This design comes from an exercise in tuning for small area, a short achievable clock period and few clock cycles per item on the open sky130 flow, not from production work. Function was checked by simulation only, so behaviour that the tests miss may differ from the original. Power and IR drop assume default switching activity.

Setup of job 1362:
==> flow/design.v (excerpt) <==
module round_robin_task_scheduler_top #(
    parameter int MAX_TASKS = 16
) (
    input  logic                  clk,
    input  logic                  rst_n,
    input  logic                  cmd_valid,
    output logic                  cmd_ready,
    input  logic [1:0]            cmd_op,
    input  logic [rrts_pkg::TASK_ID_W-1:0]  cmd_task_id,
    input  logic [rrts_pkg::SLEEP_MS_W-1:0] cmd_sleep_ms,
    output logic                  res_valid,
    input  logic                  res_ready,
    output logic [rrts_pkg::TASK_ID_W-1:0]  res_running_task,
    output logic                  res_idle,
    input  logic                  cfg_valid,
    output logic                  cfg_ready,
    input  logic [rrts_pkg::TICK_MS_W-1:0]  cfg_ms_per_tick
);
    localparam int N  = 16;
    localparam int MW = rrts_pkg::SLEEP_MS_W;
    localparam int TW = rrts_pkg::TICK_MS_W;
    localparam int KW = TW + 2;
    function automatic logic [MW-1:0] add_ms(input logic [MW-1:0] x, input logic [MW-1:0] y,
                                             input logic cin);
        logic [MW-1:0] g, p, gg, pp;
        g  = x & y;
        p  = x ^ y;
        gg = g;
        gg[0] = g[0] | (p[0] & cin);
        pp = p;
        for (int d = 1; d < MW; d = d * 2)
        begin
            for (int i = MW - 1; i >= 0; i--)
            begin
                if (((i / d) % 2) == 1)
                begin
                    gg[i] = gg[i] | (pp[i] & gg[(i / d) * d - 1]);
                    pp[i] = pp[i] & pp[(i / d) * d - 1];
                end
            end
        end
        add_ms = p ^ {gg[MW-2:0], cin};
    endfunction
    function automatic logic le_k(input logic [KW-1:0] a, input logic [KW-1:0] b);
        logic [15:0] gt, eq;
        gt = 16'(a & ~b);
        eq = {{(16 - KW){1'b1}}, ~(a ^ b)};
        for (int d = 1; d < 16; d = d * 2)
        begin
  ...
Size in the first run: roughly 5500 cells after synthesis, about 940 flip-flops, ~60 I/O pins, about 43000 µm² of cells after synthesis.
Settings: LEC_CHECK=0, ABC_AREA=1, CAP_MARGIN=20, CORE_MARGIN=2, CORE_UTILIZATION=68, CTS_CLUSTER_DIAMETER=60, CTS_CLUSTER_SIZE=24, PLACE_DENSITY=0.8, SETUP_SLACK_MARGIN=3.9, SLEW_MARGIN=20; clock period 6.5 ns.
standard.sh (not shown) runs the stock make flow with config.mk's settings and CLKGATE_MAP_FILE= SYNTH_SCRIPT=/design/flow/synth_recipe.tcl, a recipe that flattens the netlist after the stock synthesis.
==> flow/flow/run.sh <==
#!/bin/bash
# The standard layout (standard.sh, unchanged synthesis and steps), except that clock
# tree synthesis adds no dummy loads to the clock tree and the port buffers are buf_2 cells.
# The whole ORFS run's output goes to standard.log here; ORFS keeps each step's own log
# under orfs/logs/.
set -euo pipefail
export CTS_ARGS="-sink_clustering_enable -repair_clock_nets -sink_clustering_size 24 -sink_clustering_max_diameter 60 -dont_use_dummy_load"
export BUFFER_PORTS_ARGS="-buffer_cell sky130_fd_sc_hd__buf_2"
bash standard.sh > standard.log 2>&1
Testbench counts of job 1362, summed over its fixed seeds: cycles 13,116, items 12,800.
What job 5021 does differently from job 1362 at the input level:
# job 1362
export LEC_CHECK = 0
export ABC_AREA = 1
export CAP_MARGIN = 20
export CORE_MARGIN = 2
export CORE_UTILIZATION = 68
export CTS_CLUSTER_DIAMETER = 60
export CTS_CLUSTER_SIZE = 24
export PLACE_DENSITY = 0.8
export SETUP_SLACK_MARGIN = 3.9
export SLEW_MARGIN = 20
create_clock -name core_clock -period 6.5 [get_ports {clk}]
# job 5021
export LEC_CHECK = 0
export ABC_AREA = 1
export CAP_MARGIN = 20
export CORE_MARGIN = 2
export CORE_UTILIZATION = 60
export CTS_CLUSTER_DIAMETER = 60
export CTS_CLUSTER_SIZE = 24
export PLACE_DENSITY = 0.75
export SETUP_SLACK_MARGIN = 3.9
export SLEW_MARGIN = 20
create_clock -name core_clock -period 6.5 [get_ports {clk}]
--- outcome ---
- Every run (job 1362 and job 5021) finished clean.
- In job 5021, the worst endpoint required time came out 1.85 ns above the value in job 1362.
- The run showing the greater part of the power in combinational logic is job 1362.
- Looking at post-layout utilization of the core across job 1362 and job 5021, the one that comes out higher is job 1362.
- From job 1362 to job 5021 the numbers moved as follows: detail-routed via count per cell -3.9%, first-iteration DRC count -about 12%.

separate check: timing with driven ports:
The flow's constraints put no driver on any port. The routed layouts listed below were extracted and timed again, unchanged, in two steps.
Step 1, drivers: a clkbuf_16 drives clk and a buf_2 each remaining input, both assumed.
Step 2 moves the port delays by t, midway between the first and last clock arrival at a register: inputs arrive t later, outputs are due t later. That takes back most of the time a late clock gives input paths.
Three values: no drivers, after step 1, after step 2; two values: the first two.
run	t (ns)	slack for setup (ns)	worst setup path at the end
job 1362	0.703	3.890 / 3.823 / 3.352	input to register
job 5021	0.669	3.907 / 3.907 / 3.379	input to register
After both steps every run listed still meets setup and hold. The setup slack of job 1362, which loses most, moves by -0.067 ns with the drivers and by -0.538 ns with both steps.
